Background: an optimization exercise with open tools, aiming at small area, a short achievable clock period and few clock cycles per item. Do not read the settings as production practice. The RTL was checked by simulation tests, not by an equivalence proof against the original design. No activity file was given, so power comes from the tool's default toggle rates.

<file path="flow/design.v">
`timescale 1ns/10ps
package isa_pkg;
    typedef enum logic [7:0] {
        NO_OP       = 8'h00,
        ADD         = 8'h01,
        SUB         = 8'h02,
        AND         = 8'h03,
        OR          = 8'h04,
        NOT         = 8'h05,
        XOR         = 8'h06,
        RAND        = 8'h07,
        ROR         = 8'h08,
        RXOR        = 8'h09,
        LSL         = 8'h0A,
        LSR         = 8'h0B,
        ASL         = 8'h0C,
        ASR         = 8'h0D,
        CSL         = 8'h0E,
        CSR         = 8'h0F,
        INC         = 8'h10,
        DEC         = 8'h11,
        PUSH        = 8'hF9,
        POP         = 8'hFA,
        MOV_RA      = 8'hFD,
        MOV_AR      = 8'hFE,
        LOAD_MOV_RR = 8'hFF
    } opcode_t;
    typedef logic [4:0] reg_sel_t;
    localparam reg_sel_t SEL_NONE   = 5'd0;
    localparam reg_sel_t SEL_A      = 5'd1;
    localparam reg_sel_t SEL_B      = 5'd2;
    localparam reg_sel_t SEL_C      = 5'd3;
    localparam reg_sel_t SEL_D      = 5'd4;
    localparam reg_sel_t SEL_E      = 5'd5;
    localparam reg_sel_t SEL_F      = 5'd6;
    localparam reg_sel_t SEL_R_SS   = 5'd7;
    localparam reg_sel_t SEL_SP_IMM = 5'd8;
endpackage
`timescale 1ns/10ps
package dp_pkg;
    localparam int WORD_W = 16;
    typedef logic [WORD_W-1:0] word_t;
    typedef logic [WORD_W:0]   wide_t;
    typedef logic [3:0]        flag_t;
    localparam int FLAG_OVF   = 0;
    localparam int FLAG_ZERO  = 1;
    localparam int FLAG_CARRY = 2;
    localparam int FLAG_STACK = 3;
    typedef enum logic [1:0] {
        STK_NONE,
        STK_PUSH,
        STK_POP
    } stack_op_t;
    typedef enum logic [1:0] {
        WR_NONE,
        WR_DATA,
        WR_COPY,
        WR_MEM
    } wr_src_t;
endpackage
`timescale 1ns/10ps
module op_decoder (
    input  logic              clk,
    input  logic              rst_ni,
    input  logic              req_i,
    output logic              ack_o,
    input  isa_pkg::opcode_t  op_i,
    input  isa_pkg::reg_sel_t sel1_i,
    input  isa_pkg::reg_sel_t sel2_i,
    output logic              exec_o,
    output isa_pkg::opcode_t  op_o,
    output isa_pkg::reg_sel_t sel_a_o,
    output isa_pkg::reg_sel_t sel_b_o,
    output isa_pkg::reg_sel_t sel_wr_o,
    output dp_pkg::wr_src_t   wr_src_o,
    output logic              out_en_o,
    output logic              alu_en_o,
    output dp_pkg::stack_op_t stk_op_o
);
    typedef enum logic [1:0] {
        IDLE,
        EXEC,
        DONE
    } state_e;
    state_e            state_q;
    state_e            state_d;
    isa_pkg::opcode_t  op_q;
    isa_pkg::reg_sel_t sel1_q;
    isa_pkg::reg_sel_t sel2_q;
    always_comb begin
        state_d = state_q;
        case (state_q)
            IDLE:    if (req_i) state_d = EXEC;
            EXEC:    state_d = DONE;
            DONE:    if (!req_i) state_d = IDLE;
            default: state_d = IDLE;
        endcase
    end
    always_ff @(posedge clk or negedge rst_ni) begin
        if (!rst_ni) begin
            state_q <= IDLE;
            op_q    <= isa_pkg::NO_OP;
            sel1_q  <= isa_pkg::SEL_NONE;
            sel2_q  <= isa_pkg::SEL_NONE;
        end else begin
            state_q <= state_d;
            if (state_q == IDLE && req_i) begin
                op_q   <= op_i;
                sel1_q <= sel1_i;
                sel2_q <= sel2_i;
            end
        end
    end
    assign ack_o     = (state_q == DONE);
    assign exec_o    = (state_q == EXEC);
    always_comb begin
        op_o     = op_q;
        sel_a_o  = isa_pkg::SEL_NONE;
        sel_b_o  = isa_pkg::SEL_NONE;
        sel_wr_o = isa_pkg::SEL_NONE;
        wr_src_o = dp_pkg::WR_NONE;
        out_en_o = 1'b0;
        alu_en_o = 1'b0;
        stk_op_o = dp_pkg::STK_NONE;
        case (op_q)
            isa_pkg::ADD, isa_pkg::SUB, isa_pkg::AND, isa_pkg::OR, isa_pkg::XOR: begin
                alu_en_o = 1'b1;
                sel_a_o  = sel1_q;
                sel_b_o  = sel2_q;
            end
            isa_pkg::NOT, isa_pkg::RAND, isa_pkg::ROR, isa_pkg::RXOR,
            isa_pkg::LSL, isa_pkg::LSR, isa_pkg::ASL, isa_pkg::ASR,
            isa_pkg::CSL, isa_pkg::CSR, isa_pkg::INC, isa_pkg::DEC: begin
                alu_en_o = 1'b1;
                sel_a_o  = sel1_q;
            end
            isa_pkg::PUSH: begin
                sel_a_o  = sel1_q;
                stk_op_o = dp_pkg::STK_PUSH;
            end
            isa_pkg::POP: begin
                sel_wr_o = sel1_q;
                wr_src_o = dp_pkg::WR_MEM;
                stk_op_o = dp_pkg::STK_POP;
            end
            isa_pkg::MOV_RA: begin
                sel_a_o  = sel1_q;
                out_en_o = 1'b1;
            end
            isa_pkg::MOV_AR: begin
                sel_wr_o = sel2_q;
                wr_src_o = dp_pkg::WR_DATA;
            end
            isa_pkg::LOAD_MOV_RR: begin
                sel_a_o  = sel1_q;
                sel_wr_o = sel2_q;
                wr_src_o = dp_pkg::WR_COPY;
            end
            default: ;
        endcase
    end
endmodule
`timescale 1ns/10ps
module reg_file #(
    parameter int DATA_W = 16
) (
    input  logic              clk,
    input  logic              rst_ni,
    input  logic              exec_i,
    input  isa_pkg::reg_sel_t sel_a_i,
    input  isa_pkg::reg_sel_t sel_b_i,
    input  isa_pkg::reg_sel_t sel_wr_i,
    input  dp_pkg::wr_src_t   wr_src_i,
    input  logic              out_en_i,
    input  logic              alu_en_i,
    input  logic [DATA_W-1:0] data_i,
    input  logic [DATA_W:0]   result_i,
    input  logic [DATA_W-1:0] pop_data_i,
    input  logic              pop_ok_i,
    output logic [DATA_W-1:0] operand_a_o,
    output logic [DATA_W-1:0] operand_b_o,
    output logic [DATA_W-1:0] push_data_o,
    output logic [DATA_W-1:0] data_o
);
    logic [DATA_W-1:0] gpr_q [6];
    logic [DATA_W-1:0] r_q;
    logic [DATA_W-1:0] rd_a;
    logic [DATA_W-1:0] wr_data;
    logic              wr_en;
    logic [DATA_W-1:0] rd_b;
    logic [DATA_W-1:0] rd_gpr_a;
    logic [DATA_W-1:0] rd_gpr_b;
    assign rd_gpr_a = gpr_q[3'(sel_a_i - isa_pkg::SEL_A)];
    assign rd_gpr_b = gpr_q[3'(sel_b_i - isa_pkg::SEL_A)];
    always_comb begin
        rd_a = '0;
        rd_b = '0;
        if (sel_a_i >= isa_pkg::SEL_A && sel_a_i <= isa_pkg::SEL_F)
            rd_a = rd_gpr_a;
        else if (sel_a_i == isa_pkg::SEL_R_SS)
            rd_a = r_q;
        if (sel_b_i >= isa_pkg::SEL_A && sel_b_i <= isa_pkg::SEL_F)
            rd_b = rd_gpr_b;
        else if (sel_b_i == isa_pkg::SEL_R_SS)
            rd_b = r_q;
        else if (sel_b_i == isa_pkg::SEL_SP_IMM)
            rd_b = data_i;
        operand_a_o = (sel_a_i == isa_pkg::SEL_SP_IMM) ? data_i : rd_a;
        operand_b_o = rd_b;
    end
    assign push_data_o = rd_a;
    always_comb begin
        wr_data = data_i;
        wr_en   = 1'b0;
        case (wr_src_i)
            dp_pkg::WR_DATA: wr_en = 1'b1;
            dp_pkg::WR_COPY: begin
                wr_data = rd_a;
                wr_en   = 1'b1;
            end
            dp_pkg::WR_MEM: begin
                wr_data = pop_data_i;
                wr_en   = pop_ok_i;
            end
            default: ;
        endcase
    end
    always_ff @(posedge clk or negedge rst_ni) begin
        if (!rst_ni) begin
            for (int i = 0; i < 6; i++) gpr_q[i] <= '0;
            r_q    <= '0;
            data_o <= '0;
        end else if (exec_i) begin
            if (wr_en && sel_wr_i >= isa_pkg::SEL_A && sel_wr_i <= isa_pkg::SEL_F)
                gpr_q[3'(sel_wr_i - isa_pkg::SEL_A)] <= wr_data;
            if (alu_en_i)
                r_q <= result_i[DATA_W-1:0];
            if (out_en_i)
                data_o <= rd_a;
        end
    end
endmodule
`timescale 1ns/10ps
module alu_unit #(
    parameter int DATA_W = 16
) (
    input  logic              clk,
    input  logic              rst_ni,
    input  logic              exec_i,
    input  isa_pkg::opcode_t  op_i,
    input  logic              alu_en_i,
    input  logic [DATA_W-1:0] operand_a_i,
    input  logic [DATA_W-1:0] operand_b_i,
    output logic [DATA_W:0]   result_o,
    output logic [2:0]        flag_o
);
    localparam int MSB = DATA_W - 1;
    logic [DATA_W-1:0] a;
    logic [DATA_W-1:0] b;
    logic [DATA_W:0]   res;
    logic              ovf;
    assign a = operand_a_i;
    assign b = operand_b_i;
    always_comb begin
        res = '0;
        case (op_i)
            isa_pkg::ADD:  res = {1'b0, a} + {1'b0, b};
            isa_pkg::SUB:  res = {1'b0, a} - {1'b0, b};
            isa_pkg::AND:  res = {1'b0, a & b};
            isa_pkg::OR:   res = {1'b0, a | b};
            isa_pkg::NOT:  res = {1'b0, ~a};
            isa_pkg::XOR:  res = {1'b0, a ^ b};
            isa_pkg::RAND: res = {{DATA_W{1'b0}}, &a};
            isa_pkg::ROR:  res = {{DATA_W{1'b0}}, |a};
            isa_pkg::RXOR: res = {{DATA_W{1'b0}}, ^a};
            isa_pkg::LSL:  res = {a, 1'b0};
            isa_pkg::ASL:  res = {a, 1'b0};
            isa_pkg::LSR:  res = {2'b00, a[MSB:1]};
            isa_pkg::ASR:  res = {1'b0, a[MSB], a[MSB:1]};
            isa_pkg::CSL:  res = {1'b0, a[MSB-1:0], a[MSB]};
            isa_pkg::CSR:  res = {1'b0, a[0], a[MSB:1]};
            isa_pkg::INC:  res = {1'b0, a + DATA_W'(1)};
            isa_pkg::DEC:  res = {1'b0, a - DATA_W'(1)};
            default:       res = '0;
        endcase
    end
    always_comb begin
        case (op_i)
            isa_pkg::ADD: ovf = (a[MSB] == b[MSB]) && (res[MSB] != a[MSB]);
            isa_pkg::SUB: ovf = (a[MSB] != b[MSB]) && (res[MSB] != a[MSB]);
            default:      ovf = 1'b0;
        endcase
    end
    assign result_o = res;
    always_ff @(posedge clk or negedge rst_ni) begin
        if (!rst_ni) begin
            flag_o <= '0;
        end else if (exec_i && alu_en_i) begin
            flag_o[dp_pkg::FLAG_OVF]   <= ovf;
            flag_o[dp_pkg::FLAG_ZERO]  <= (res[MSB:0] == '0);
            flag_o[dp_pkg::FLAG_CARRY] <= res[DATA_W];
        end
    end
endmodule
`timescale 1ns/10ps
module stack_ctrl #(
    parameter int DATA_W = 16
) (
    input  logic              clk,
    input  logic              rst_ni,
    input  logic              exec_i,
    input  isa_pkg::reg_sel_t sel_wr_i,
    input  dp_pkg::wr_src_t   wr_src_i,
    input  dp_pkg::stack_op_t stk_op_i,
    input  logic [DATA_W-1:0] data_i,
    input  logic [DATA_W-1:0] push_data_i,
    output logic [DATA_W-1:0] mem_addr_o,
    output logic              mem_we_o,
    output logic [DATA_W-1:0] mem_wdata_o,
    output logic              pop_ok_o,
    output logic              stack_flag_o
);
    logic [DATA_W-1:0] ss_q;
    logic [DATA_W-1:0] sp_q;
    logic              push_req;
    logic              pop_req;
    logic              push_ok;
    logic              pop_ok;
    logic              mov_en;
    logic [DATA_W-1:0] mov_data;
    assign push_req = exec_i && (stk_op_i == dp_pkg::STK_PUSH);
    assign pop_req  = exec_i && (stk_op_i == dp_pkg::STK_POP);
    assign push_ok  = push_req && (sp_q != '1);
    assign pop_ok   = pop_req && (sp_q != '0);
    assign mem_addr_o  = push_req ? ss_q + sp_q :
                         pop_req  ? ss_q + sp_q - 1'b1 : '0;
    assign mem_we_o    = push_ok;
    assign mem_wdata_o = push_data_i;
    assign pop_ok_o    = pop_ok;
    assign mov_en   = exec_i && (wr_src_i == dp_pkg::WR_DATA ||
                                    wr_src_i == dp_pkg::WR_COPY);
    assign mov_data = (wr_src_i == dp_pkg::WR_DATA) ? data_i : push_data_i;
    always_ff @(posedge clk or negedge rst_ni) begin
        if (!rst_ni) begin
            ss_q         <= '0;
            sp_q         <= '0;
            stack_flag_o <= 1'b0;
        end else begin
            if (mov_en && sel_wr_i == isa_pkg::SEL_R_SS)
                ss_q <= mov_data;
            if (mov_en && sel_wr_i == isa_pkg::SEL_SP_IMM)
                sp_q <= mov_data;
            else if (push_ok)
                sp_q <= sp_q + 1'b1;
            else if (pop_ok)
                sp_q <= sp_q - 1'b1;
            if (push_req || pop_req)
                stack_flag_o <= !(push_ok || pop_ok);
        end
    end
endmodule
`timescale 1ns/10ps
module alu_datapath (
    input  logic              clk,
    input  logic              rst_ni,
    input  logic              req_i,
    output logic              ack_o,
    input  isa_pkg::opcode_t  op_i,
    input  isa_pkg::reg_sel_t sel1_i,
    input  isa_pkg::reg_sel_t sel2_i,
    input  dp_pkg::word_t     data_i,
    output dp_pkg::word_t     data_o,
    output dp_pkg::flag_t     flag_o,
    output dp_pkg::word_t     mem_addr_o,
    output logic              mem_we_o,
    output dp_pkg::word_t     mem_wdata_o,
    input  dp_pkg::word_t     mem_rdata_i
);
    localparam int DATA_W = dp_pkg::WORD_W;
    dp_pkg::wide_t alu_result;
    dp_pkg::word_t operand_a;
    dp_pkg::word_t operand_b;
    dp_pkg::word_t push_data;
    logic          pop_ok;
    logic          stack_flag;
    logic [2:0]    alu_flag;
    logic              exec;
    isa_pkg::opcode_t  op;
    isa_pkg::reg_sel_t sel_a;
    isa_pkg::reg_sel_t sel_b;
    isa_pkg::reg_sel_t sel_wr;
    dp_pkg::wr_src_t   wr_src;
    logic              out_en;
    logic              alu_en;
    dp_pkg::stack_op_t stk_op;
    op_decoder op_decoder_i (
        .clk    (clk),
        .rst_ni (rst_ni),
        .req_i  (req_i),
        .ack_o  (ack_o),
        .op_i   (op_i),
        .sel1_i (sel1_i),
        .sel2_i (sel2_i),
        .exec_o   (exec),
        .op_o     (op),
        .sel_a_o  (sel_a),
        .sel_b_o  (sel_b),
        .sel_wr_o (sel_wr),
        .wr_src_o (wr_src),
        .out_en_o (out_en),
        .alu_en_o (alu_en),
        .stk_op_o (stk_op)
    );
    reg_file #(.DATA_W(DATA_W)) reg_file_i (
        .clk         (clk),
        .rst_ni      (rst_ni),
        .exec_i      (exec),
        .sel_a_i     (sel_a),
        .sel_b_i     (sel_b),
        .sel_wr_i    (sel_wr),
        .wr_src_i    (wr_src),
        .out_en_i    (out_en),
        .alu_en_i    (alu_en),
        .data_i      (data_i),
        .result_i    (alu_result),
        .pop_data_i  (mem_rdata_i),
        .pop_ok_i    (pop_ok),
        .operand_a_o (operand_a),
        .operand_b_o (operand_b),
        .push_data_o (push_data),
        .data_o      (data_o)
    );
    alu_unit #(.DATA_W(DATA_W)) alu_unit_i (
        .clk         (clk),
        .rst_ni      (rst_ni),
        .exec_i      (exec),
        .op_i        (op),
        .alu_en_i    (alu_en),
        .operand_a_i (operand_a),
        .operand_b_i (operand_b),
        .result_o    (alu_result),
        .flag_o      (alu_flag)
    );
    stack_ctrl #(.DATA_W(DATA_W)) stack_ctrl_i (
        .clk          (clk),
        .rst_ni       (rst_ni),
        .exec_i       (exec),
        .sel_wr_i     (sel_wr),
        .wr_src_i     (wr_src),
        .stk_op_i     (stk_op),
        .data_i       (data_i),
        .push_data_i  (push_data),
        .mem_addr_o   (mem_addr_o),
        .mem_we_o     (mem_we_o),
        .mem_wdata_o  (mem_wdata_o),
        .pop_ok_o     (pop_ok),
        .stack_flag_o (stack_flag)
    );
    assign flag_o[dp_pkg::FLAG_CARRY:dp_pkg::FLAG_OVF] = alu_flag;
    assign flag_o[dp_pkg::FLAG_STACK]                  = stack_flag;
endmodule
</file>
<file path="flow/run.sh">
#!/bin/bash
# synth_recipe.tcl (not shown) runs the flow's synth.tcl, then flattens the netlist and writes it again
# the make line also repeats each setting of config.mk as NAME=value (left out here)
make -C /OpenROAD-flow-scripts/flow DESIGN_CONFIG=/design/flow/config.mk WORK_HOME=/design/flow/orfs CLKGATE_MAP_FILE= SYNTH_SCRIPT=/design/flow/synth_recipe.tcl finish
</file>
<file path="flow/config.mk">
export PLATFORM = sky130hd
export DESIGN_NAME = alu_datapath
export DESIGN_NICKNAME = alu_datapath
export VERILOG_FILES = /design/flow/design.v
export SDC_FILE = /design/flow/constraint.sdc
export NUM_CORES = 4
export LEC_CHECK = 0
export CAP_MARGIN = 20
export CORE_MARGIN = 2
export CORE_UTILIZATION = 30
export PLACE_DENSITY = 0.5
export SLEW_MARGIN = 20
</file>
<file path="flow/constraint.sdc">
create_clock -name core_clock -period 8.0 [get_ports {clk}]
set_input_delay 1.6000 -clock core_clock [delete_from_list [all_inputs] [get_ports {clk}]]
set_output_delay 1.6000 -clock core_clock [all_outputs]
set_load 0.01 [all_outputs]
</file>
==> metrics.md <==
| Metric | Value |
|---|---|
| DRC violations left | `0` |
| Later-pin clock latency in the skew report | `roughly 490 ps` |
| Antenna violations before repair | `1` |
| Critical path data required time | `8410 ps` |
| Layout net count | `2190` |
| Worst voltage drop across the vdd grid | `around 0.14 mV` |
| Final Setup Violations | `0` |
| Leading post-synthesis cells by cell area | `dfrtp_1 (29%), ha_1 (8.9%), o21ai_0 (6.2%)` |
| Critical path's slowest cell | `or3_1` |
| Count of flip-flops with a built-in enable after synthesis | `0` |
| Die extent in x | `around 230 um` |
| Share of the synthesized area in the top cell type | `between 20% and 30%` |
| Post-synthesis sequential area ratio | `28.8%` |
| Placer Congestion | `0.987` |
| Footprint of the multi-input gates | `10700 sq um` |
| Total via count after detailed routing | `roughly 16000` |
| Synth cell types | `99` |
| Endpoint kind of the worst setup timing path | `flop` |
| First-pass iteration count of the detailed router | `6` |
| Pwr dens | `between 200 and 300 nW/um^2` |
| Die extent in y | `around 230 um` |
| Minimum clock period | `between 7000 and 8000 ps` |
| Post-layout worst setup margin | `~800 ps` |
| Seq cells post-synth | `184` |
| Register-to-register setup slack | `800 ps` |
| Reported leakage power | `around 7.8 nW` |
| Fraction of layout cells with a size suffix above 1 | `between 8 and 9%` |
| Die Footprint | `~55000 sq um` |
| IO Port Bufs | `around 110` |
| Mean Syn Cell Area | `approximately 8.2 sq um` |
| Average wire per cell in the routed design | `26.1 um` |
| Post-CTS resize count | `0` |
| Count of placed standard cells in the final layout, fillers left out | `roughly 2700` |
| Async set-reset flop share out of synthesis | `100%` |
| Core box area | `52600 sq um` |
| Iteration-0 DRC Markers | `between 1500 and 2000` |
| Number of max-slew violations in the final report | `0` |
| Peak per-stage delay on the critical path | `approximately 730 ps` |
| Cell row count | `between 80 and 90` |
| Placed wire-length estimate | `~54000 um` |
| Element type at the critical path start | `flop` |
| Worst-path fanout max | `18` |
| Setup slack after placement | `970 ps` |
| Root buf cell | `clkbuf_16` |
| Mapped Area | `between 15000 and 20000 sq um` |
| Worst path buffer plus inverter count | `1` |
| Max Root-Sink Buffers | `2` |
| TritonCTS clock tree | `built` |
| Worst-case headroom to the max-slew limit | `20.6%` |
| I/O pins | `~110` |
| Chain of cells forming the critical path | `nor2_1 > or3_1 > nand2_1 > buf_4 > a32o_1 > a221o_1 > a222oi_1 > ha_1 > and2_1 > nand4_1 > o31ai_1 > xnor2_1 > ha_1 > nor2_1 > mux2i_1 > o22ai_1 > a31oi_1 > o21ai_0 > a211oi_1 > o211a_1 > nand3_1 > or4_1 > o31ai_2` |
| Total of fill cells in the finished design | `5551` |
| Total wirelength of the detailed-routed design | `just over 70000 um` |
| Maximum number of pins on one net before global-route repair | `111` |
| Transition time at the pin with the least slew margin | `1190 ps` |
| Class of the most critical hold timing path | `flop to flop` |
| Setup Buffers After CTS | `0` |
| Clock buffer count from CTS | `17` |
| Global-route usage over all layers | `about a quarter` |
| Setup TNS after final layout | `0 ps` |
| Via count of the first global-routing pass | `approximately 16000` |
| H-tree levels | `4` |
| RSZ-0062 raised after global routing | `false` |
| F_max | `139 MHz` |
| Period Utilization, post-route | `between 80% and 90%` |
| Initial Utilization | `between 30% and 40%` |
| Clock Sink Count | `184` |
| Worst Setup Path Type | `flop to flop` |
| Gate count of the mapped netlist | `1950` |
| Cell type contributing the most total cell area after synthesis | `dfrtp_1` |
| Hold violation count in the final report | `0` |
| Status | `timing/DRC/antenna clean` |
| Cell Count Post-Placement | `between 2000 and 3000` |
| Count of max-cap constraint violations | `0` |
| Count of nets left with antenna violations after detail routing | `0` |
| CP arrival | `approximately 7600 ps` |
| Relative area change from synthesis to final layout | `15.5%` |
| PnR Total Power | `between 4 and 5 mW` |
| First-pass GRT wire length | `between 100000 and 150000 um` |
| Clock transition time at the flip-flop clock pins of the worst setup and hold paths | `roughly 90 ps` |
| Antenna diode count | `0` |
| Syn_nets | `roughly 2100` |
| Vias/cell | `about 6` |
| Yosys warnings | `5` |
| Post-synth top flop | `dfrtp_1` |
| Count of hold buffers inserted by post-cts repair | `0` |
| Overflow left after global routing | `0` |
| Area taken by flip-flops and latches | `4600 sq um` |
| Clock skew after layout | `20.7 ps` |
| CP delay by family, top | `simple AND/OR/NAND/NOR gates` |
## final cells by class
class	instances	area share, %
Sequential cell	184	25.0
Clock inverter	12	0.638
Multi-Input combinational cell	1585	57.8
Tap cell	688	4.67
Timing Repair Buffer	165	8.16
Clock buffer	20	2.42
Inverter	67	1.36
## synthesized netlist by cell type (all sizes together) (9+ instances only)
cell type    n
mux2        41
mux2i       41
xnor2       53
nand2b      21
nor2       122
o21ai      202
or2         12
a21o        22
nor2b       28
o31ai       20
a22oi       36
o211ai      12
buf         35
o21a        19
a222oi      12
a2111oi     10
xor2        23
and2        21
inv         66
a31oi       15
nand4       16
clkbuf      79
nand2      253
nor3b        9
nor4        16
and3        22
o22ai       15
a21oi      131
or4         10
nor3        33
a22o        22
dfrtp      184
a221oi      20
ha         113
nand3       56
a211oi      31
## sequential cells by signal (all words and copies together), names as in the netlist
signal                     count
stack_ctrl_i.stack_flag_o      1
reg_file_i.data_o             16
op_decoder_i.sel1_q            5
stack_ctrl_i.ss_q             16
op_decoder_i.sel2_q            5
stack_ctrl_i.sp_q             16
op_decoder_i.state_q           2
op_decoder_i.op_q              8
reg_file_i.r_q                16
alu_unit_i.flag_o              3
reg_file_i.gpr_q              96
## kinds of logic (layout without fill, tap and decap cells)
kind of cell | count (synthesis) | count (layout) | synth area share [%]
buffers and inverters | 181 | 264 | 4.60
XOR/XNOR | 76 | 76 | 4.17
multiplexers | 83 | 83 | 5.60
adder cells (fa/ha/maj) | 117 | 117 | 9.36
AO/OA/AOI/OAI | 661 | 661 | 27.7
AND/OR/NAND/NOR | 648 | 648 | 19.7
flip-flops | 184 | 184 | 28.8
## metrics by stage
step                      instance area (sq um)  hold slack (ps)  utilization, %
after floorplan                           16000              450               -
after global placement                    17900              468            34.0
after detailed placement                  17900              470            34.0
after CTS                                 18400              487            35.1
after global routing                      18400              509            35.1
final                                     18400              488            35.1
## tightest hold or removal path: cells and delay by family (launching register included)
family	cells	cell delay [ps]
AND/OR/NAND/NOR	1	50
AO/OA/AOI/OAI	1	60
flip-flops	1	350
## final timing paths
| kind | startpoint | end | cells past startpoint |
|---|---|---|---|
| setup / recovery | op_decoder_i.op_q[0]$_DFFE_PN0P_ | alu_unit_i.flag_o[1]$_DFFE_PN0P_ | 23 |
| min in group asynchronous | rst_ni | stack_ctrl_i.stack_flag_o$_DFFE_PN0P_ | 1 |
| setup reg to reg | op_decoder_i.op_q[0]$_DFFE_PN0P_ | alu_unit_i.flag_o[1]$_DFFE_PN0P_ | 23 |
| max in group asynchronous | rst_ni | reg_file_i.gpr_q[2][5]$_DFFE_PN0P_ | 2 |
| hold / removal | reg_file_i.data_o[2]$_DFFE_PN0P_ | reg_file_i.data_o[2]$_DFFE_PN0P_ | 2 |
| hold reg to reg | reg_file_i.data_o[2]$_DFFE_PN0P_ | reg_file_i.data_o[2]$_DFFE_PN0P_ | 2 |
## power breakdown
group	total (mW)	internal, mW	switching (mW)
logic	2.72	0.978	1.74
clock network	0.870	0.441	0.429
registers	1.23	1.02	0.211
## placed cells by master (no fill, tap or decap), types with 10 or more instances in the layout
cell             instances
xor2_1                  23
and2_1                  19
nand2b_1                21
nor4_1                  15
a211oi_1                28
a22oi_1                 35
clkbuf_16               17
a222oi_1                12
dfrtp_1                184
a221oi_1                20
a22o_1                  22
nor3_1                  32
xnor2_1                 53
o22ai_1                 15
o211ai_1                12
buf_4                   58
a21oi_1                131
mux2_2                  41
o21ai_0                196
ha_1                   113
a21o_1                  22
nor2b_1                 28
a31oi_1                 15
nand2_1                251
nor2_1                 120
o21a_1                  19
clkdlybuf4s50_1        105
nand3_1                 55
inv_1                   65
mux2i_1                 41
or2_2                   10
nand4_1                 16
o31ai_1                 18
and3_1                  21
## routing by layer
metal  GRT usage (%)  part of all wire, %  up-vias  routed length (um)
met5               0                    0        -                   0
met1            34.7                   44     8001               31300
li1                -                    -     7370                   -
met3            3.75                  6.7      154                4740
met4            12.3                  5.2        0                3720
met2            39.0                   44      746               31300
Testbench counts, summed over its fixed seeds: cycles 19,200, items 4,800.

-- afterwards: timing with drivers on the ports --
How much do the figures lean on ideal ports? The routed layout below was timed once more, with nothing changed but the port constraints. Step 1, drivers: a clkbuf_16 drives clk and a buf_2 each remaining input, both assumed. Step 2 times the ports against the registers' clock, not the clock port: input delays grow and output delays shrink by t, the midpoint of the rising clock arrivals with the driver on. a / b / c = ideal / step 1 / step 2; a / b = the first two.
t (ns): 0.533
setup WS [ns]: 0.800 / 0.800 / 0.800
worst hold slack (ns): 0.488 / 0.488 / 0.488
pins driven straight from the clock port: 1
After both steps setup and hold are still met in this run. For this run, drivers alone change the setup slack by 0.000 ns; drivers and shift together by 0.000 ns.
